Source: an optimization exercise on an open RTL-to-GDS flow (aim: small area). Production flows keep margins and buffers that such runs may drop.
Function was checked by simulation only, so behaviour that the tests miss may differ from the original.
In runs 1 and 2 the design's own scripts or RTL, not TritonCTS, make the clock network.
The clock input has no modelled driver; a real chip could not lean on it and would need a root buffer or a full tree.
Power and IR drop assume default switching activity.

## flow/design.v (module list and top-level ports; edited modules follow where they fit)
// module sample_tick_gen: 26 lines
// module square_osc: 19 lines
// module walk_core: 1072 lines
// module walk_fa: 10 lines
// module walk_ha: 9 lines
// module walk_cfg_regs: 42 lines
// module dk_walk: 15 lines
// module walk_sound_top: 43 lines
module walk_sound_top (
    input  logic                                      clk,
    input  logic                                      rst_n,
    input  logic                                      reg_wr,
    input  logic [1:0]                                reg_addr,
    input  logic [15:0]                               reg_wdata,
    output logic [15:0]                               reg_rdata,
    output logic                                      sample_valid,
    output logic signed [walk_snd_pkg::sample_w-1:0] sample_out
);
  // ...
==> flow/flow/run.sh <==
#!/bin/bash
# The standard layout (the standard.sh, with its synthesis unchanged), with two
# changes: the port buffers are the smallest buffer cell, and the clock tree is a
# small balanced one built by flow/cts_tree.tcl (one root and 2^levels leaf buffers).
set -euo pipefail
export BUFFER_PORTS_ARGS="-buffer_cell sky130_fd_sc_hd__buf_1"
export PRE_CTS_TCL="$PWD/flow/cts_tree.tcl"
export MY_CTS_BUF=sky130_fd_sc_hd__clkbuf_16
export MY_CTS_ROOT=sky130_fd_sc_hd__clkbuf_8
export MY_CTS_LEVELS=2
bash standard.sh > standard.log 2>&1
==> flow/flow/cts_tree.tcl <==
# A small clock tree in place of TritonCTS: the clock port drives one root
# buffer, which drives one leaf buffer per group of registers; the groups are
# formed by splitting the registers by position (median cuts). Sourced by
# ORFS's cts.tcl as PRE_CTS_TCL; clock_tree_synthesis is then skipped.
set block [ord::get_db_block]
set buf_master [[ord::get_db] findMaster $::env(MY_CTS_BUF)]
set root_master [[ord::get_db] findMaster $::env(MY_CTS_ROOT)]
set clk_net [$block findNet clk]
set sinks {}
foreach it [$clk_net getITerms] {
  if { [$it isInputSignal] || [[$it getMTerm] getSigType] == "CLOCK" || [$it isInput] } {
    lappend sinks $it
  }
}
puts "my_cts: [llength $sinks] sinks"

proc it_xy { it } {
  set inst [$it getInst]
  set b [$inst getBBox]
  return [list [expr ([$b xMin] + [$b xMax]) / 2] [expr ([$b yMin] + [$b yMax]) / 2]]
}

# recursive median split into 2^levels groups
proc split_groups { items levels } {
  if { $levels == 0 || [llength $items] < 2 } { return [list $items] }
  set xs {}; set ys {}
  foreach it $items { lassign [it_xy $it] x y; lappend xs $x; lappend ys $y }
  set dx [expr [tcl::mathfunc::max {*}$xs] - [tcl::mathfunc::min {*}$xs]]
  set dy [expr [tcl::mathfunc::max {*}$ys] - [tcl::mathfunc::min {*}$ys]]
  set idx [expr { $dx >= $dy ? 0 : 1 }]
  set sorted [lsort -command [list cmp_xy $idx] $items]
  set h [expr [llength $sorted] / 2]
  return [concat [split_groups [lrange $sorted 0 [expr $h - 1]] [expr $levels - 1]] \
                 [split_groups [lrange $sorted $h end] [expr $levels - 1]]]
}
proc cmp_xy { idx a b } {
  set va [lindex [it_xy $a] $idx]; set vb [lindex [it_xy $b] $idx]
  if { $va < $vb } { return -1 } elseif { $va > $vb } { return 1 } else { return 0 }
}

set groups [split_groups $sinks $::env(MY_CTS_LEVELS)]
set root [odb::dbInst_create $block $root_master "myclk_root"]
set root_out [odb::dbNet_create $block "myclk_root_net"]
$root_out setSigType CLOCK
# root input on the clock port net, output to the leaves
foreach mt [$root_master getMTerms] {
  set it [$root findITerm [$mt getName]]
  if { [$mt getSigType] == "POWER" || [$mt getSigType] == "GROUND" } { continue }
  if { [$mt getIoType] == "INPUT" } { $it connect $clk_net } elseif { [$mt getIoType] == "OUTPUT" } { $it connect $root_out }
}
set n 0
set lx 0; set ly 0
foreach g $groups {
  set sx 0; set sy 0
  foreach it $g { lassign [it_xy $it] x y; set sx [expr $sx + $x]; set sy [expr $sy + $y] }
  set cx [expr $sx / [llength $g]]; set cy [expr $sy / [llength $g]]
  set leaf [odb::dbInst_create $block $buf_master "myclk_leaf_$n"]
  set net [odb::dbNet_create $block "myclk_leaf_net_$n"]
  $net setSigType CLOCK
  foreach mt [$buf_master getMTerms] {
    set it [$leaf findITerm [$mt getName]]
    if { [$mt getIoType] == "INPUT" && [$mt getSigType] != "POWER" && [$mt getSigType] != "GROUND" } { $it connect $root_out }
    if { [$mt getIoType] == "OUTPUT" } { $it connect $net }
  }
  foreach it $g { $it disconnect; $it connect $net }
  $leaf setLocation [expr int($cx)] [expr int($cy)]
  $leaf setPlacementStatus PLACED
  set lx [expr $lx + $cx]; set ly [expr $ly + $cy]
  puts "my_cts: leaf $n drives [llength $g] sinks at $cx $cy"
  incr n
}
$root setLocation [expr int($lx / $n)] [expr int($ly / $n)]
$root setPlacementStatus PLACED
$clk_net setSigType CLOCK

# clock_tree_synthesis would rebuild the tree: skip it
rename clock_tree_synthesis orig_clock_tree_synthesis
proc clock_tree_synthesis { args } {
  puts "my_cts: clock_tree_synthesis skipped"
  set_propagated_clock [all_clocks]
}
==> flow/standard.sh <==
#!/bin/bash
# synth_recipe.tcl (not shown) runs the flow's synth.tcl, then flattens the netlist and writes it again
# the make line also repeats each setting of config.mk as NAME=value (left out here)
make -C /OpenROAD-flow-scripts/flow DESIGN_CONFIG=/design/flow/config.mk WORK_HOME=/design/flow/orfs CLKGATE_MAP_FILE= SYNTH_SCRIPT=/design/flow/synth_recipe.tcl "${@:-finish}"
==> flow/config.mk <==
export PLATFORM = sky130hd
export DESIGN_NAME = walk_sound_top
export DESIGN_NICKNAME = walk_sound_top
export VERILOG_FILES = /design/flow/design.v
export SDC_FILE = /design/flow/constraint.sdc
export NUM_CORES = 4
export LEC_CHECK = 0
export CAP_MARGIN = 20
export CORE_MARGIN = 2
export CORE_UTILIZATION = 40
export SLEW_MARGIN = 20
export SYNTH_HIERARCHICAL = 1
export SYNTH_MINIMUM_KEEP_SIZE = 0
==> flow/constraint.sdc <==
create_clock -name core_clock -period 14.0 [get_ports {clk}]
set_input_delay 2.8000 -clock core_clock [delete_from_list [all_inputs] [get_ports {clk}]]
set_output_delay 2.8000 -clock core_clock [all_outputs]
set_load 0.01 [all_outputs]
==> out/results.ini, run 1 <==
[logic_synthesis]
yosysTopAreaCell = fa_1
synth_cell_types = 74
synth_compound_area_share_pct = 8.68
syn_avg_cell_area_um2 = 10.1
async_flop_share_pct = 0
synth_top_family_by_area = adder cells

[global_route]
grt_use_met3_pct = 0.404
use_met2_pct = 26.2
grt_pass1_vias = 9597
grt_max_degree = 108
grt.overflow.total = 0
antenna_found_initial = 1

[layout]
multi_input_cells = 1056
nonClockInverterCount = 170
seq_area_share_pct = 16.3
area_growth_pct = 5.11
n_antenna_cell = 1
n_fill_cell = 3400
fin_nets = 1796
seq_cells = 120
fin_area_um2 = 14800
multi_input_area_share_pct = 73.2

[run_status]
status = no timing/DRC/antenna violations

[power]
pg_clk_mw = 0.168
combinationalPowerShare_pct = 76.6
powerSeq_mw = 0.492
power_density_nw_per_um2 = 191

[worst_setup_path]
worst_r2r_endpoint = u_walk.u_core.lp_s[14]
worstPathArrival_ns = 13.93
critPathKind = flop to flop
reg2regPathDepth = 41
worstPathRequired_ns = 14.30

[route]
antenna_left = 0
via_count = 9539

[die]
coreArea_um2 = 34500

[sta]
relSlewSlack_pct = 30.4
setup_viol = 0
max_freq_mhz = 73.4
slew_violations = 0
holdWs_ns = 0.482

[placed_design]
placed_cell_area_um2 = 14600

[clocking]
post_cts_resized = 0
cts.hold.buffers_added = 0

==> module square_osc, before the edit <==
module square_osc (
    input  logic clk,
    input  logic rst_n,
    input  logic audio_en,
    output logic state
);
    logic [11:0] cnt;
    logic        flip;
    assign flip = (cnt == 12'(walk_snd_pkg::sq_half_period - 1));
    always_ff @(posedge clk) begin
        if (!rst_n) begin
            state <= 1'b0;
            cnt   <= '0;
        end else if (audio_en) begin
            state <= state ^ flip;
            cnt   <= flip ? '0 : cnt + 12'd1;
        end
    end
endmodule
==> run 2: changes to the inputs <==
--- a/flow/design.v
+++ b/flow/design.v
@@ -50,26 +50,26 @@
 endmodule
 `timescale 1ns/1ps
 module square_osc (
     input  logic clk,
     input  logic rst_n,
     input  logic audio_en,
     output logic state
 );
-    logic [11:0] cnt;
+    logic [11:0] cnt;        
     logic        flip;
-    assign flip = (cnt == 12'(walk_snd_pkg::sq_half_period - 1));
+    assign flip = audio_en && (cnt == 12'(walk_snd_pkg::sq_half_period - 1));
     always_ff @(posedge clk) begin
         if (!rst_n) begin
             state <= 1'b0;
             cnt   <= '0;
-        end else if (audio_en) begin
+        end else begin
             state <= state ^ flip;
-            cnt   <= flip ? '0 : cnt + 12'd1;
+            cnt   <= flip ? '0 : cnt + 12'(audio_en);
         end
     end
 endmodule
 `timescale 1ns/1ps
 module walk_core (
     input  logic clk,
     input  logic rst_n,
     input  logic en,
@@ -158,27 +158,27 @@
     wire n67, n68;
     walk_fa u_n67 (.a(n47), .b(n44), .c(n66), .s(n67), .co(n68));
     wire n69, n70;
     walk_fa u_n69 (.a(n48), .b(n45), .c(n68), .s(n69), .co(n70));
     wire n71, n72;
     walk_fa u_n71 (.a(n49), .b(n46), .c(n70), .s(n71), .co(n72));
     wire n73 = n47 ^ n72;
     wire n74 = n47 | n72;
-    wire n75 = n50 ^ n73;
-    wire n76 = n50 | n73;
+    wire n75, n76;
+    walk_ha u_n75 (.a(~n50), .b(~n73), .s(n75), .co(n76));
     wire n77 = n48 ^ n74;
     wire n78 = n48 | n74;
-    wire n79 = n76 ^ n77;
-    wire n80 = n76 | n77;
+    wire n79, n80;
+    walk_ha u_n79 (.a(n76), .b(~n77), .s(n79), .co(n80));
     wire n81 = n49 ^ n78;
     wire n82 = n49 | n78;
-    wire n83 = n80 ^ n81;
-    wire n84 = n80 | n81;
-    wire n85 = n50 ^ ~n82 ^ n84;
+    wire n83, n84;
+    walk_ha u_n83 (.a(n80), .b(~n81), .s(n83), .co(n84));
+    wire n85 = ~n50 ^ n82 ^ n84;
     wire n87 = n50 ? ~n52 : (n52 & n51);
     wire n89 = n38 & n37;
     wire n91 = (n39 & n38) | (n39 & n89) | (n38 & n89);
     wire n93 = (n39 & n53) | (n39 & n91) | (n53 & n91);
     wire n94, n95;
     walk_fa u_n94 (.a(n37), .b(n53), .c(n55), .s(n94), .co(n95));
     wire n97 = n93 & n94;
     wire n98, n99;
@@ -212,44 +212,44 @@
     walk_fa u_n134 (.a(n67), .b(n75), .c(n131), .s(n134), .co(n135));
     wire n137 = (n79 & n133) | (n79 & n134) | (n133 & n134);
     wire n138, n139;
     walk_fa u_n138 (.a(~lpc_s[0]), .b(n87), .c(n69), .s(n138), .co(n139));
     wire n140, n141;
     walk_fa u_n140 (.a(n138), .b(n79), .c(n135), .s(n140), .co(n141));
     wire n142, n143;
     walk_fa u_n142 (.a(n83), .b(n137), .c(n140), .s(n142), .co(n143));
-    wire n144 = n71 ^ n139;
-    wire n145 = n71 | n139;
+    wire n144, n145;
+    walk_ha u_n144 (.a(lpc_s[1]), .b(n85), .s(n144), .co(n145));
     wire n146, n147;
-    walk_fa u_n146 (.a(lpc_s[1]), .b(n144), .c(~n83), .s(n146), .co(n147));
+    walk_fa u_n146 (.a(n71), .b(n139), .c(n83), .s(n146), .co(n147));
     wire n148, n149;
-    walk_fa u_n148 (.a(n141), .b(n85), .c(n143), .s(n148), .co(n149));
-    wire n150 = n146 ^ n148;
-    wire n151 = ~n146 & n148;
+    walk_fa u_n148 (.a(n141), .b(n143), .c(n146), .s(n148), .co(n149));
+    wire n150 = n144 ^ n148;
+    wire n151 = ~n144 & n148;
     wire n152, n153;
-    walk_fa u_n152 (.a(~lpc_s[2]), .b(n145), .c(n75), .s(n152), .co(n153));
+    walk_fa u_n152 (.a(lpc_s[2]), .b(~n75), .c(n85), .s(n152), .co(n153));
     wire n154, n155;
-    walk_fa u_n154 (.a(n152), .b(n85), .c(~n147), .s(n154), .co(n155));
+    walk_fa u_n154 (.a(n147), .b(n149), .c(~n145), .s(n154), .co(n155));
     wire n156, n157;
-    walk_fa u_n156 (.a(n149), .b(n154), .c(n151), .s(n156), .co(n157));
-    wire n158 = n79 ^ n153;
-    wire n159 = n79 | n153;
+    walk_fa u_n156 (.a(~n152), .b(n151), .c(n154), .s(n156), .co(n157));
+    wire n158, n159;
+    walk_ha u_n158 (.a(lpc_s[3]), .b(n153), .s(n158), .co(n159));
     wire n160, n161;
-    walk_fa u_n160 (.a(lpc_s[3]), .b(n158), .c(~n155), .s(n160), .co(n161));
-    wire n162 = n160 ^ n157;
-    wire n163 = ~n160 & n157;
+    walk_fa u_n160 (.a(n79), .b(n155), .c(~n158), .s(n160), .co(n161));
+    wire n162, n163;
+    walk_ha u_n162 (.a(n157), .b(n160), .s(n162), .co(n163));
     wire n164, n165;
-    walk_ha u_n164 (.a(lpc_s[4]), .b(n161), .s(n164), .co(n165));
+    walk_ha u_n164 (.a(lpc_s[4]), .b(n159), .s(n164), .co(n165));
     wire n166, n167;
-    walk_fa u_n166 (.a(n83), .b(n159), .c(~n164), .s(n166), .co(n167));
+    walk_fa u_n166 (.a(n83), .b(n161), .c(~n164), .s(n166), .co(n167));
     wire n168, n169;
     walk_ha u_n168 (.a(n163), .b(n166), .s(n168), .co(n169));
     wire n170, n171;
-    walk_fa u_n170 (.a(lpc_s[5]), .b(~n85), .c(n165), .s(n170), .co(n171));
+    walk_fa u_n170 (.a(lpc_s[5]), .b(n85), .c(n165), .s(n170), .co(n171));
     wire n172, n173;
     walk_fa u_n172 (.a(n167), .b(n169), .c(~n170), .s(n172), .co(n173));
     wire n174, n175;
     walk_ha u_n174 (.a(lpc_s[6]), .b(n171), .s(n174), .co(n175));
     wire n176 = n174 ^ n173;
     wire n177 = ~n174 & n173;
     wire n178, n179;
     walk_ha u_n178 (.a(lpc_s[7]), .b(n175), .s(n178), .co(n179));
@@ -464,17 +464,16 @@
     walk_fa u_n401 (.a(n371), .b(n375), .c(n400), .s(n401), .co(n402));
     wire n403, n404;
     walk_fa u_n403 (.a(n375), .b(n379), .c(n402), .s(n403), .co(n404));
     wire n405, n406;
     walk_ha u_n405 (.a(n379), .b(n404), .s(n405), .co(n406));
     wire n408 = (lpc_s[0] & n319) | (lpc_s[0] & n381) | (n319 & n381);
     wire n409 = lpc_s[1] ^ n383;
     wire n410 = lpc_s[1] | n383;
-    wire n411 = n408 ^ n409;
     wire n412 = n408 & ~n409;
     wire n413, n414;
     walk_fa u_n413 (.a(lpc_s[2]), .b(~n385), .c(n410), .s(n413), .co(n414));
     wire n416 = n412 & n413;
     wire n417, n418;
     walk_fa u_n417 (.a(lpc_s[3]), .b(~n387), .c(n414), .s(n417), .co(n418));
     wire n420 = n416 & n417;
     wire n421, n422;
@@ -501,17 +500,16 @@
     wire n449, n450;
     walk_fa u_n449 (.a(lpc_s[11]), .b(n403), .c(n446), .s(n449), .co(n450));
     wire n452 = n448 & n449;
     wire n453, n454;
     walk_fa u_n453 (.a(lpc_s[12]), .b(n405), .c(n450), .s(n453), .co(n454));
     wire n456 = n452 & n453;
     wire n457 = n406 ^ n454;
     wire n458 = n406 | n454;
-    wire n459 = n456 ^ n457;
     wire n460 = n456 & ~n457;
     wire n461 = n458 ^ n460;
     wire n462 = n458 | n460;
     wire n464 = lpc_s[0] & n319;
     wire n466 = (lpc_s[1] & n464) | (lpc_s[1] & n381) | (n464 & n381);
     wire n468 = (lpc_s[2] & n383) | (lpc_s[2] & n466) | (n383 & n466);
     wire n470 = (lpc_s[3] & ~n385) | (lpc_s[3] & n468) | (~n385 & n468);
     wire n472 = (lpc_s[4] & ~n387) | (lpc_s[4] & n470) | (~n387 & n470);
@@ -659,38 +657,37 @@
     wire n630, n631;
     walk_fa u_n630 (.a(~n626), .b(n625), .c(n628), .s(n630), .co(n631));
     wire n632, n633;
     walk_fa u_n632 (.a(env_a[6]), .b(~n627), .c(n629), .s(n632), .co(n633));
     wire n634, n635;
     walk_ha u_n634 (.a(n631), .b(n632), .s(n634), .co(n635));
     wire n636 = env_a[7] ^ n633;
     wire n637 = env_a[7] | n633;
-    wire n638 = n635 ^ n636;
-    wire n639 = n635 & ~n636;
+    wire n638, n639;
+    walk_ha u_n638 (.a(n635), .b(~n636), .s(n638), .co(n639));
     wire n640 = env_a[8] ^ n637;
     wire n641 = env_a[8] | n637;
-    wire n642 = n639 ^ n640;
-    wire n643 = n639 & ~n640;
+    wire n642, n643;
+    walk_ha u_n642 (.a(n639), .b(~n640), .s(n642), .co(n643));
     wire n644 = env_a[9] ^ n641;
     wire n645 = env_a[9] | n641;
-    wire n646 = n643 ^ n644;
-    wire n647 = n643 & ~n644;
+    wire n646, n647;
+    walk_ha u_n646 (.a(n643), .b(~n644), .s(n646), .co(n647));
     wire n648 = env_a[10] ^ n645;
     wire n649 = env_a[10] | n645;
-    wire n650 = n647 ^ n648;
-    wire n651 = n647 & ~n648;
+    wire n650, n651;
+    walk_ha u_n650 (.a(n647), .b(~n648), .s(n650), .co(n651));
     wire n652 = env_a[11] ^ n649;
     wire n653 = env_a[11] | n649;
-    wire n654 = n651 ^ n652;
-    wire n655 = n651 & ~n652;
+    wire n654, n655;
+    walk_ha u_n654 (.a(n651), .b(~n652), .s(n654), .co(n655));
     wire n656 = env_a[12] ^ n653;
     wire n657 = env_a[12] | n653;
-    wire n658 = n655 ^ n656;
-    wire n659 = n655 & ~n656;
+    wire n658 = n655 ^ ~n656;
     wire n660 = ~(gate_d[2] & env_a[0]);
     wire n661 = ~(gate_d[2] & env_a[1]);
     wire n662 = ~(gate_d[2] & env_a[2]);
     wire n663 = ~(gate_d[2] & env_a[3]);
     wire n664 = ~(gate_d[2] & env_a[4]);
     wire n665 = ~(gate_d[2] & env_a[5]);
     wire n666 = ~(gate_d[2] & env_a[6]);
     wire n667 = ~(gate_d[2] & env_a[7]);
@@ -942,20 +939,20 @@
     wire n926, n927;
     walk_fa u_n926 (.a(n898), .b(n897), .c(n925), .s(n926), .co(n927));
     wire n928, n929;
     walk_fa u_n928 (.a(n899), .b(n898), .c(n927), .s(n928), .co(n929));
     wire n930, n931;
     walk_fa u_n930 (.a(n900), .b(n899), .c(n929), .s(n930), .co(n931));
     wire n932 = n900 ^ n931;
     wire n933 = n900 | n931;
-    wire n934 = n901 ^ n932;
-    wire n935 = n901 | n932;
+    wire n934, n935;
+    walk_ha u_n934 (.a(~n901), .b(~n932), .s(n934), .co(n935));
     wire n936, n937;
-    walk_fa u_n936 (.a(n901), .b(~n933), .c(n935), .s(n936), .co(n937));
+    walk_fa u_n936 (.a(~n901), .b(n933), .c(n935), .s(n936), .co(n937));
     wire n938 = n901 ? ~n903 : (n903 & n902);
     wire n940 = n886 & n912;
     wire n942 = (n904 & n914) | (n904 & n940) | (n914 & n940);
     wire n944 = (n906 & n916) | (n906 & n942) | (n916 & n942);
     wire n945, n946;
     walk_fa u_n945 (.a(n886), .b(n908), .c(n918), .s(n945), .co(n946));
     wire n948 = n944 & n945;
     wire n949, n950;
@@ -998,25 +995,25 @@
     walk_fa u_n991 (.a(n934), .b(n984), .c(n989), .s(n991), .co(n992));
     wire n993, n994;
     walk_fa u_n993 (.a(lp_s[1]), .b(n916), .c(n986), .s(n993), .co(n994));
     wire n995, n996;
     walk_fa u_n995 (.a(n918), .b(n993), .c(n924), .s(n995), .co(n996));
     wire n997, n998;
     walk_fa u_n997 (.a(n988), .b(n995), .c(n990), .s(n997), .co(n998));
     wire n999, n1000;
-    walk_fa u_n999 (.a(~n936), .b(n992), .c(n997), .s(n999), .co(n1000));
+    walk_fa u_n999 (.a(n936), .b(n992), .c(n997), .s(n999), .co(n1000));
     wire n1001 = lp_s[2] ^ n918;
     wire n1002 = lp_s[2] | n918;
     wire n1003, n1004;
     walk_fa u_n1003 (.a(n994), .b(n920), .c(~n1001), .s(n1003), .co(n1004));
     wire n1005, n1006;
     walk_fa u_n1005 (.a(n1003), .b(n926), .c(n996), .s(n1005), .co(n1006));
     wire n1007, n1008;
-    walk_fa u_n1007 (.a(n1005), .b(~n937), .c(n998), .s(n1007), .co(n1008));
+    walk_fa u_n1007 (.a(n1005), .b(n937), .c(n998), .s(n1007), .co(n1008));
     wire n1009, n1010;
     walk_ha u_n1009 (.a(n1000), .b(n1007), .s(n1009), .co(n1010));
     wire n1011 = lp_s[3] ^ n920;
     wire n1012 = lp_s[3] | n920;
     wire n1013, n1014;
     walk_fa u_n1013 (.a(n1002), .b(n922), .c(n1004), .s(n1013), .co(n1014));
     wire n1015, n1016;
     walk_fa u_n1015 (.a(~n1011), .b(n1013), .c(n928), .s(n1015), .co(n1016));
@@ -1046,65 +1043,64 @@
     walk_ha u_n1039 (.a(n1030), .b(n1037), .s(n1039), .co(n1040));
     wire n1041 = lp_s[6] ^ n926;
     wire n1042 = lp_s[6] | n926;
     wire n1043, n1044;
     walk_fa u_n1043 (.a(n1032), .b(n928), .c(n1034), .s(n1043), .co(n1044));
     wire n1045, n1046;
     walk_fa u_n1045 (.a(~n1041), .b(n1043), .c(n1036), .s(n1045), .co(n1046));
     wire n1047, n1048;
-    walk_fa u_n1047 (.a(~n936), .b(n1045), .c(n1038), .s(n1047), .co(n1048));
+    walk_fa u_n1047 (.a(n936), .b(n1045), .c(n1038), .s(n1047), .co(n1048));
     wire n1049, n1050;
     walk_ha u_n1049 (.a(n1040), .b(n1047), .s(n1049), .co(n1050));
     wire n1051, n1052;
     walk_fa u_n1051 (.a(lp_s[7]), .b(n928), .c(n1042), .s(n1051), .co(n1052));
     wire n1053, n1054;
     walk_fa u_n1053 (.a(n930), .b(n1044), .c(n1051), .s(n1053), .co(n1054));
     wire n1055, n1056;
-    walk_fa u_n1055 (.a(n1053), .b(~n937), .c(n1046), .s(n1055), .co(n1056));
+    walk_fa u_n1055 (.a(n1053), .b(n937), .c(n1046), .s(n1055), .co(n1056));
     wire n1057, n1058;
     walk_fa u_n1057 (.a(n1055), .b(n1048), .c(n1050), .s(n1057), .co(n1058));
     wire n1059 = lp_s[8] ^ n930;
     wire n1060 = lp_s[8] | n930;
     wire n1061, n1062;
     walk_fa u_n1061 (.a(n1052), .b(n1054), .c(~n1059), .s(n1061), .co(n1062));
     wire n1063, n1064;
     walk_fa u_n1063 (.a(n934), .b(n1061), .c(n1056), .s(n1063), .co(n1064));
     wire n1065, n1066;
     walk_ha u_n1065 (.a(n1063), .b(n1058), .s(n1065), .co(n1066));
     wire n1067 = lp_s[9] ^ n1060;
     wire n1068 = lp_s[9] | n1060;
     wire n1069, n1070;
-    walk_fa u_n1069 (.a(n934), .b(n1062), .c(~n1067), .s(n1069), .co(n1070));
+    walk_fa u_n1069 (.a(n934), .b(n1062), .c(n936), .s(n1069), .co(n1070));
     wire n1071, n1072;
-    walk_fa u_n1071 (.a(~n936), .b(n1069), .c(n1064), .s(n1071), .co(n1072));
+    walk_fa u_n1071 (.a(~n1067), .b(n1069), .c(n1064), .s(n1071), .co(n1072));
     wire n1073, n1074;
     walk_ha u_n1073 (.a(n1071), .b(n1066), .s(n1073), .co(n1074));
     wire n1075, n1076;
-    walk_fa u_n1075 (.a(lp_s[10]), .b(n1068), .c(~n937), .s(n1075), .co(n1076));
+    walk_fa u_n1075 (.a(lp_s[10]), .b(n1068), .c(n937), .s(n1075), .co(n1076));
     wire n1077, n1078;
-    walk_fa u_n1077 (.a(~n936), .b(n1070), .c(n1075), .s(n1077), .co(n1078));
+    walk_fa u_n1077 (.a(n936), .b(n1070), .c(n1075), .s(n1077), .co(n1078));
     wire n1079, n1080;
     walk_fa u_n1079 (.a(n1077), .b(n1072), .c(n1074), .s(n1079), .co(n1080));
     wire n1081, n1082;
-    walk_fa u_n1081 (.a(lp_s[11]), .b(~n937), .c(n1076), .s(n1081), .co(n1082));
+    walk_fa u_n1081 (.a(lp_s[11]), .b(n937), .c(n1076), .s(n1081), .co(n1082));
     wire n1083, n1084;
     walk_fa u_n1083 (.a(n1078), .b(n1081), .c(n1080), .s(n1083), .co(n1084));
     wire n1085 = lp_s[12] ^ n1082;
     wire n1086 = lp_s[12] | n1082;
-    wire n1087 = n1085 ^ n1084;
-    wire n1088 = ~n1085 & n1084;
+    wire n1087, n1088;
+    walk_ha u_n1087 (.a(~n1085), .b(n1084), .s(n1087), .co(n1088));
     wire n1089 = lp_s[13] ^ n1086;
     wire n1090 = lp_s[13] | n1086;
-    wire n1091 = n1089 ^ n1088;
-    wire n1092 = ~n1089 & n1088;
+    wire n1091, n1092;
+    walk_ha u_n1091 (.a(~n1089), .b(n1088), .s(n1091), .co(n1092));
     wire n1093 = lp_s[14] ^ n1090;
     wire n1094 = lp_s[14] | n1090;
-    wire n1095 = n1093 ^ n1092;
-    wire n1096 = ~n1093 & n1092;
+    wire n1095 = ~n1093 ^ n1092;
     assign walk[0] = lp_s[0];
     assign walk[1] = lp_s[1];
     assign walk[2] = lp_s[2];
     assign walk[3] = lp_s[3];
     assign walk[4] = lp_s[4];
     assign walk[5] = lp_s[5];
     assign walk[6] = lp_s[6];
     assign walk[7] = lp_s[7];
@@ -1123,26 +1119,26 @@
             vco_out <= 1'd0;
             en_d <= 3'd0;
             gate_d <= 3'd0;
             env_a <= 13'd0;
             env_x <= 1'd0;
             hp_a <= 14'd16383;
             lp_s <= 15'd0;
         end else begin
-            lpc_s <= {n200, n196, n192, n188, n184, n180, n176, ~n172, ~n168, n162, ~n156, n150, ~n142};
+            lpc_s <= {n200, n196, n192, n188, n184, n180, n176, ~n172, ~n168, ~n162, ~n156, n150, ~n142};
             vco_v <= {~n379, ~n375, ~n371, ~n367, ~n363, ~n359, ~n355, n349, n343, n337, n331, ~n325, ~n319};
             vco_st <= n494;
             vco_out <= n495;
             en_d <= {n498, n497, n496};
             gate_d <= {n501, n500, n499};
-            env_a <= {~n658, ~n654, ~n650, ~n646, ~n642, ~n638, n634, n630, n624, n618, ~n612, ~n606, n600};
+            env_a <= {n658, n654, n650, n646, n642, n638, n634, n630, n624, n618, ~n612, ~n606, n600};
             env_x <= n503;
             hp_a <= {~n854, ~n850, ~n846, ~n842, ~n838, ~n834, ~n830, ~n826, ~n822, ~n818, n814, ~n810, ~n804, ~n796};
-            lp_s <= {~n1095, ~n1091, ~n1087, n1083, n1079, n1073, n1065, n1057, n1049, n1039, n1029, n1019, n1009, n999, n991};
+            lp_s <= {n1095, n1091, n1087, n1083, n1079, n1073, n1065, n1057, n1049, n1039, n1029, n1019, n1009, n999, n991};
         end
     end
 endmodule
 module walk_fa (
     input  logic a,
     input  logic b,
     input  logic c,
     output logic s,
==> flow/flow/run.sh (replaced) <==
#!/bin/bash
# The standard layout (the standard.sh, with its synthesis unchanged), with two
# changes: the port buffers are the smallest buffer cell, and the clock tree is a
# small balanced one built by flow/cts_tree.tcl (one root and 2^levels leaf buffers).
set -euo pipefail
export BUFFER_PORTS_ARGS="-buffer_cell sky130_fd_sc_hd__buf_1"
export PRE_CTS_TCL="$PWD/flow/cts_tree.tcl"
export MY_CTS_BUF=sky130_fd_sc_hd__clkbuf_8
export MY_CTS_ROOT=sky130_fd_sc_hd__clkbuf_8
export MY_CTS_LEVELS=3
bash standard.sh > standard.log 2>&1
==> run 2 against run 1 <==
Against the previous run:
- critical path depth unchanged
- wire length down 0.31%
- global-route usage up 0.12 points
- hold slack worse by 0.0023 ns
- die area down 0.24%
- core utilization up 0.25 points
- via count down 0.83%
- highest routed layer unchanged
==> out/results.ini, run 2 <==
[clocking]
clk_latency_ns = 0.42  ; was 0.41 ns
cts.hold.buffers_added = 0  ; unchanged
post_cts_buffers = 0  ; unchanged
path_clk_slew_ns = 0.10  ; was 0.12 ns

[global_route]
grt_first_pass_wirelength_mm = 47.8  ; was 47.3 mm
antenna_found_initial = 0  ; was 1
grt_pass1_vias = 9831  ; was 9597
grt_use_total_pct = 15.6  ; was 15.4%
grt.overflow.total = 0  ; unchanged
grt_max_degree = 109  ; was 108

[die]
die_area_um2 = 36600  ; was 36700 um2
coreArea_um2 = 34500  ; unchanged
fp.dieH_um = 191  ; was 192 um
die_w_um = 191  ; was 192 um
io-pin-count = 54  ; unchanged
num_rows = 68  ; unchanged
initial_core_util_pct = 40.6  ; was 40.7%

[placed_design]
placed_cell_area_um2 = 14700  ; was 14600 um2
routabilityCongestion = 0.831  ; was 0.848
pre_cts_slack_ns = -0.232  ; was 0.0364 ns
dp_hpwl_mm = 22.7  ; was 22.8 mm
portBuffers = 37  ; unchanged

[worst_setup_path]
worstPathRequired_ns = 14.31  ; was 14.30 ns
critPathKind = flop to flop  ; unchanged
cpMostUsedCell = fa_1  ; unchanged
worst_path_max_delay_cell = fa_2  ; was fa_1
cp-start-kind = flop  ; unchanged
worstPathArrival_ns = 13.84  ; was 13.93 ns
cp_max_fo = 4  ; was 7
cp_slowest_stage_delay_ns = 0.57  ; was 0.52 ns
cp-end-kind = flop  ; unchanged

[route]
routed_wirelength_mm = 27.3  ; about the same
antenna_left = 0  ; unchanged
viasPerCell = 5.12  ; was 5.14
drt_pass1_iterations = 5  ; unchanged
via_count = 9460  ; was 9539
route.detailed.drc = 0  ; unchanged
drtIter0Drc = 430  ; was 587
wl_per_cell_um = 14.7  ; about the same

[layout]
fin_nets = 1790  ; was 1796
largest_register_ffs = 15  ; unchanged
mostFrequentLayoutCells = fa_1 (228), inv_1 (159), ha_1 (130), dfxtp_1 (118), nand2_1 (107)  ; was fa_1 (234), inv_1 (170), ha_1 (130), dfxtp_1 (118), nand2_1 (105)
area_growth_pct = 5.98  ; was 5.11%
final_common_cell = fa_1  ; unchanged
final_core_util_pct = 43.0  ; was 42.8%
top_register = u_walk.u_core.lp_s  ; unchanged
drive_above_1_share_pct = 6.25  ; was 4.65%
n_antenna_cell = 0  ; was 1
top_regs = u_walk.u_core.lp_s: 15 flops, u_walk.u_core.hp_a: 14 flops  ; unchanged
fin_area_um2 = 14900  ; was 14800 um2

[sta]
skew_ns = 0.0197  ; was 0.0174 ns
setup_viol = 0  ; unchanged
rsz0062_at_grt = false
hold_viol = 0  ; unchanged
fin_crit_sh_pct = 96.6  ; was 97.3%
period_minus_slack_ns = 13.53  ; was 13.63 ns
fin_tns_setup_ns = 0  ; unchanged
worst_pin_slew_ns = 1.05  ; was 1.03 ns
fin_ws_ns = 0.474  ; was 0.372 ns
max_freq_mhz = 73.9  ; was 73.4 MHz
relSlewSlack_pct = 29.9  ; was 30.4%
slew_violations = 0  ; unchanged

[logic_synthesis]
synth_cell_types = 79  ; was 74
synth_top_area_share_pct = 34.8  ; was 34.7%
synth_top_family_by_area = adder cells  ; unchanged
yosysTopAreaCell = fa_1  ; unchanged
synth.most_common_cell = fa_1  ; unchanged
synth_edf_count = 0  ; unchanged
yosys_warnings = 11  ; unchanged
synth_xor_area_share_pct = 1.12  ; was 1.68%
muxShareOfSynthArea_pct = 3.77  ; was 3.76%
synthCells = 1370  ; was 1391
synthTopCellsByArea = fa_1 (35%), dfxtp_1 (17%), ha_1 (12%)  ; unchanged
synth.cells.most_frequent = fa_1 (244), inv_1 (159), ha_1 (130)  ; was fa_1 (244), inv_1 (170), ha_1 (130)
synth_area_um2 = 14000  ; was 14100 um2
async_flop_share_pct = 0  ; unchanged
synth-simple-area-share_pct = 14.9  ; was 15.4%
synthAdderAreaFrac_pct = 47.1  ; was 46.9%
syn_avg_cell_area_um2 = 10.2  ; was 10.1 um2
seq_area_frac_synth_pct = 17.1  ; about the same
synth-seq-cells = 120  ; unchanged
yosys_most_used_dff = dfxtp_1  ; unchanged
synth_compound_area_share_pct = 9.82  ; was 8.68%

[hold_path]
holdCritPathClass = flop to flop  ; unchanged

[run_status]
status = no timing/DRC/antenna violations  ; unchanged

[run]
maxCapViolCount = 0  ; unchanged

[power]
p_leak_nw = 6.44  ; about the same
power_density_nw_per_um2 = 185  ; was 191 nW/um2
peakVddDrop_mv = 0.410  ; was 0.498 mV

==> run 2: cell types whose count changed in the layout (fill, tap and decap cells not counted), sizes merged, moves of 6 or more <==
cell / before / now
buf: 47 / 58
inv: 170 / 159
nand2b: 21 / 15
nor2: 79 / 60
o22ai: 5 / 11
o31ai: 8 / 14
==> run 2: report_power, final <==
group | total [mW] | internal, mW | switching, mW
clock | 0.172 | 0.0582 | 0.113
sequential | 0.490 | 0.402 | 0.0877
combinational | 2.08 | 0.974 | 1.11
total | 2.75 | 1.43 | 1.31
==> run 2: layout make-up <==
class	instances	area (um2)
inverter	160	601
fill	3429	19700
sequential	120	2400
buffer	9	124
multi-input combinational	1045	10900
tap	455	569
timing repair buffer	59	308
==> run 2: kinds of logic (layout without fill, tap and decap cells) <==
group,count (synthesis),count (layout)
AND/OR/NAND/NOR,391,391
adder cells (fa/ha/maj),383,383
buffers and inverters,212,228
AO/OA/AOI/OAI,199,199
flip-flops,120,120
multiplexers,46,46
XOR/XNOR,18,18
other,1,8
==> run 2: path summary, 6_finish.rpt <==
path / to / slack [ns] / depth (start not counted) / start
hold reg to reg: u_tick.sample_cnt[2] / 0.48 / 2 / u_tick.sample_cnt[2]
setup reg to reg: u_walk.u_core.lp_s[14] / 0.47 / 41 / u_walk.u_core.gate_d[2]
hold / removal: u_tick.sample_cnt[2] / 0.48 / 2 / u_tick.sample_cnt[2]
setup / recovery: u_walk.u_core.lp_s[14] / 0.47 / 41 / u_walk.u_core.gate_d[2]
==> run 2: per-module statistics from Yosys, one instance, submodules excluded, a selection <==
module | area [um2] | times used | cells | flops+latches
dk_walk | 12.5 | 1 | 1 | 0
sample_tick_gen | 637 | 1 | 73 | 12
walk_cfg_regs | 686 | 1 | 81 | 13
walk_core | 5420 | 1 | 733 | 77
walk_fa | 20.0 | 244 | 1 | 0
walk_ha | 12.5 | 73 | 1 | 0
==> run 2: repair_timing <==
action,CTS,global route
gates resized for setup,7,16
endpoints found under the setup margin,2,2
pin swaps,3,8
==> run 2: critical path: cells and delay by family (launching register included) <==
| kind | cells | cell delay, ns |
|---|---|---|
| flip-flops | 1 | 0.34 |
| AO/OA/AOI/OAI | 2 | 0.44 |
| XOR/XNOR | 2 | 0.26 |
| buffers and inverters | 1 | 0.05 |
| AND/OR/NAND/NOR | 3 | 0.43 |
| adder cells (fa/ha/maj) | 33 | 11.87 |
==> run 2: through the flow <==
step	hold slack, ns	power (mW)	std cells
after floorplan	0.440	2.07	1377
after global placement	0.451	2.53	1839
after detailed placement	0.471	2.59	1839
after CTS	0.487	2.78	1848
after global routing	0.512	3.16	1848
final	0.480	2.75	1848
==> run 2: per-layer routing <==
| layer | global-route usage, % | share of wire (%) | wire (um) | up-vias |
|---|---|---|---|---|
| met5 | 0 | 0 | 0 | - |
| met4 | 1.42 | 1.0 | 272 | 0 |
| li1 | - | - | - | 4648 |
| met1 | 22.3 | 47 | 12900 | 4707 |
| met2 | 27.0 | 50 | 13500 | 91 |
| met3 | 0.698 | 2.0 | 533 | 14 |
==> run 3: changes to the inputs <==
==> flow/flow/run.sh (replaced) <==
#!/bin/bash
# The standard layout (the standard.sh, with its synthesis unchanged), with two
# changes: the port buffers are the smallest buffer cell, and the clock tree is built
# with clkbuf_8 cells in large sink clusters and without dummy loads.
set -euo pipefail
export BUFFER_PORTS_ARGS="-buffer_cell sky130_fd_sc_hd__buf_1"
export CTS_ARGS="-sink_clustering_enable -repair_clock_nets -dont_use_dummy_load -buf_list sky130_fd_sc_hd__clkbuf_8 -sink_clustering_size 100 -sink_clustering_max_diameter 500"
bash standard.sh > standard.log 2>&1
removed: flow/flow/cts_tree.tcl
==> run 3 against run 2 <==
Against the previous run:
- sequential power hardly changed
- synthesized cell count stayed put
- global-route usage is 0.61 points higher
- fmax is 0.24% lower
- via count is 0.73% higher
- setup slack worse by 0.033 ns
- sequential share of layout area is 0.11 points lower
- wire length is 0.32% higher
- largest power group unchanged
- critical path depth stayed put
- combinational power hardly changed
- total power is 2.1% higher
==> out/results.ini, run 3 <==
[worst_setup_path]
cp.depth = 41  ; unchanged
worst_path_max_delay_cell = fa_2  ; unchanged
cpMostUsedCell = fa_1  ; unchanged
cp_max_fo = 4  ; unchanged
worstPathArrival_ns = 13.87  ; was 13.84 ns
critPathKind = flop to flop  ; unchanged
cp-start-kind = flop  ; unchanged
path_buf_inv = 1  ; unchanged
cp_slowest_stage_delay_ns = 0.57  ; about the same
critPathTopFamily = adder cells  ; unchanged
reg2regPathDepth = 41  ; unchanged
worstPathRequired_ns = 14.32  ; was 14.31 ns
cp-end-kind = flop  ; unchanged

[layout]
mostFrequentLayoutCells = fa_1 (230), inv_1 (159), ha_1 (130), dfxtp_1 (118), nand2_1 (107)  ; was fa_1 (228), inv_1 (159), ha_1 (130), dfxtp_1 (118), nand2_1 (107)
fin_nets = 1798  ; was 1790
n_fill_cell = 3425  ; was 3429
area_growth_pct = 6.73  ; was 5.98%
drive_above_1_share_pct = 6.64  ; was 6.25%
largest_register_ffs = 15  ; unchanged
n_antenna_cell = 0  ; unchanged
top_regs = u_walk.u_core.lp_s: 15 flops, u_walk.u_core.hp_a: 14 flops  ; unchanged
final_common_cell = fa_1  ; unchanged
top_register = u_walk.u_core.lp_s  ; unchanged
final_core_util_pct = 43.3  ; was 43.0%

[clocking]
post_cts_buffers = 0  ; unchanged
clk_latency_ns = 0.45  ; was 0.42 ns
cts_buffers = 17
cts_tree = yes
cts.hold.buffers_added = 0  ; unchanged
clock-root-buffer = clkbuf_8
clock_path_buffers = 2
clkSinkCount = 120
htree_num_levels = 4
path_clk_slew_ns = 0.06  ; was 0.10 ns

[route]
routed_wirelength_mm = 27.3  ; about the same
viasPerCell = 5.13  ; was 5.12
drt_pass1_iterations = 5  ; unchanged
via_count = 9529  ; was 9460
antenna_left = 0  ; unchanged
drtIter0Drc = 444  ; was 430
wl_per_cell_um = 14.7  ; about the same
route.detailed.drc = 0  ; unchanged

[die]
io-pin-count = 54  ; unchanged
fp.dieH_um = 191  ; unchanged
coreArea_um2 = 34500  ; unchanged
num_rows = 68  ; unchanged
die_area_um2 = 36600  ; unchanged
initial_core_util_pct = 40.6  ; unchanged
die_w_um = 191  ; unchanged

[logic_synthesis]
synth_cell_types = 79  ; unchanged
synth.most_common_cell = fa_1  ; unchanged
synthCells = 1370  ; unchanged
synth_edf_count = 0  ; unchanged
synth-seq-cells = 120  ; unchanged
seq_area_frac_synth_pct = 17.1  ; unchanged
yosys_warnings = 11  ; unchanged
synth_top_area_share_pct = 34.8  ; unchanged
yosysTopAreaCell = fa_1  ; unchanged
synthTopCellsByArea = fa_1 (35%), dfxtp_1 (17%), ha_1 (12%)  ; unchanged
syn_avg_cell_area_um2 = 10.2  ; unchanged
async_flop_share_pct = 0  ; unchanged
synth.cells.most_frequent = fa_1 (244), inv_1 (159), ha_1 (130)  ; unchanged
synth_area_um2 = 14000  ; unchanged
yosys_most_used_dff = dfxtp_1  ; unchanged

[placed_design]
portBuffers = 37  ; unchanged
routabilityCongestion = 0.831  ; unchanged
dp_hpwl_mm = 22.7  ; unchanged

[global_route]
grt_max_degree = 109  ; unchanged
grt_use_total_pct = 16.2  ; was 15.6%
grt_first_pass_wirelength_mm = 48.0  ; was 47.8 mm
grt.overflow.total = 0  ; unchanged
grt_pass1_vias = 9884  ; was 9831
antenna_found_initial = 0  ; unchanged

[run_status]
status = no timing/DRC/antenna violations  ; unchanged

[hold_path]
hold-path-cell-count = 2  ; unchanged
holdCritPathClass = flop to flop  ; unchanged

[power]
p_leak_nw = 6.51  ; was 6.44 nW
total_power_mw = 2.80  ; was 2.75 mW
peakVddDrop_mv = 0.417  ; was 0.410 mV
power_density_nw_per_um2 = 187  ; was 185 nW/um2

[sta]
hold_viol = 0  ; unchanged
relSlewSlack_pct = 29.4  ; was 29.9%
fin_crit_sh_pct = 96.9  ; was 96.6%
skew_ns = 0.0316  ; was 0.0197 ns
period_minus_slack_ns = 13.56  ; was 13.53 ns
fin_tns_setup_ns = 0  ; unchanged
slew_violations = 0  ; unchanged
setup_viol = 0  ; unchanged
worst_pin_slew_ns = 1.06  ; was 1.05 ns
max_freq_mhz = 73.7  ; was 73.9 MHz
holdWs_ns = 0.477  ; was 0.480 ns

[run]
maxCapViolCount = 0  ; unchanged

run 3: final timing paths:
path	startpoint	endpoint	slack (ns)
worst max-delay path	u_walk.u_core.gate_d[2]	u_walk.u_core.lp_s[14]	0.44
worst min-delay path	u_tick.sample_cnt[2]	u_tick.sample_cnt[2]	0.48
worst max register to register	u_walk.u_core.gate_d[2]	u_walk.u_core.lp_s[14]	0.44
worst min register to register	u_tick.sample_cnt[2]	u_tick.sample_cnt[2]	0.48
run 3: what timing repair did:
action,4_1_cts,5_1_grt
pin swaps,3,7
setup endpoints to repair,2,3
resized for setup,4,17
run 3: cells by family after synthesis:
family | synth area share, %
flops | 17.1
other cells | 0.0267
compound gates | 9.82
buf+inv | 6.18
simple gates | 14.9
mux | 3.77
fa+ha+maj | 47.1
xor+xnor | 1.12
run 3: per-module statistics from Yosys (local to each module, per instance):
| module | cell area (um2) | times used | flops+latches |
|---|---|---|---|
| walk_core | 5420 | 1 | 77 |
| dk_walk | 12.5 | 1 | 0 |
| walk_sound_top | 862 | 1 | 5 |
| walk_ha | 12.5 | 73 | 0 |
| sample_tick_gen | 637 | 1 | 12 |
| square_osc | 612 | 1 | 13 |
| walk_fa | 20.0 | 244 | 0 |
| walk_cfg_regs | 686 | 1 | 13 |
run 3: metal layers:
layer | vias up | routed length, um | track usage [%]
met5 | - | 0 | 0
met4 | 0 | 212 | 2.87
met3 | 14 | 547 | 2.40
met2 | 94 | 13700 | 27.2
li1 | 4661 | - | -
met1 | 4760 | 12900 | 22.3
run 3: cell type report:
type | instances | area [um2] | area share (%)
Multi-Input combinational cell | 1045 | 10900 | 72.5
Sequential cell | 120 | 2400 | 16.1
Inverter | 160 | 601 | 4.01
Tap cell | 455 | 569 | 3.80
Timing Repair Buffer | 59 | 308 | 2.06
Clock buffer | 17 | 234 | 1.56
run 3: where the power goes:
| group | switching, mW | total [mW] | leakage, nW | internal, mW |
|---|---|---|---|---|
| combinational | 1.11 | 2.08 | 5.40 | 0.974 |
| sequential | 0.0884 | 0.491 | 0.981 | 0.403 |
| clock | 0.122 | 0.228 | 0.122 | 0.106 |
run 3: per-stage QoR:
stage	cells	instance area, um2	setup WS [ns]
floorplan	1377	14100	0.0144
finish	1856	15000	0.441
CTS	1856	14900	0.0154
global route	1856	15000	-0.0160
detailed placement	1839	14700	-0.232
global placement	1839	14700	-0.0804
run 3: tightest hold or removal path: cells and delay by family (launching register included):
kind	cells	cell delay [ns]
flip-flops	1	0.32
multiplexers	1	0.06
AND/OR/NAND/NOR	1	0.06

-- separate check: timing with driven ports --
How much do the figures lean on ideal ports? The routed layouts below were timed once more, with nothing changed but the port constraints. Step 1 sets driving cells, clkbuf_16 on the clock port and buf_2 on the other inputs (assumed; they add their load-dependent delay and slew). Step 2 moves the port delays by t, midway between the first and last clock arrival at a register: inputs arrive t later, outputs are due t later. That takes back most of the time a late clock gives input paths. a / b / c = no drivers / after step 1 / after step 2; a / b = the first two.
| run | t (ns) | setup slack, ns | worst hold slack (ns) | worst setup path after step 2 | slew at the worst register clock pin (ns) |
|---|---|---|---|---|---|
| run 1 | 0.443 | 0.372 / 0.372 / 0.372 | 0.482 / 0.482 / 0.482 | register to register | 0.12 / 0.12 |
| run 2 | 0.450 | 0.474 / 0.474 / 0.474 | 0.480 / 0.480 / 0.480 | register to register | 0.11 / 0.11 |
| run 3 | 0.470 | 0.441 / 0.441 / 0.441 | 0.477 / 0.477 / 0.477 | register to register | 0.08 / 0.08 |
After both steps every run listed still meets setup and hold.
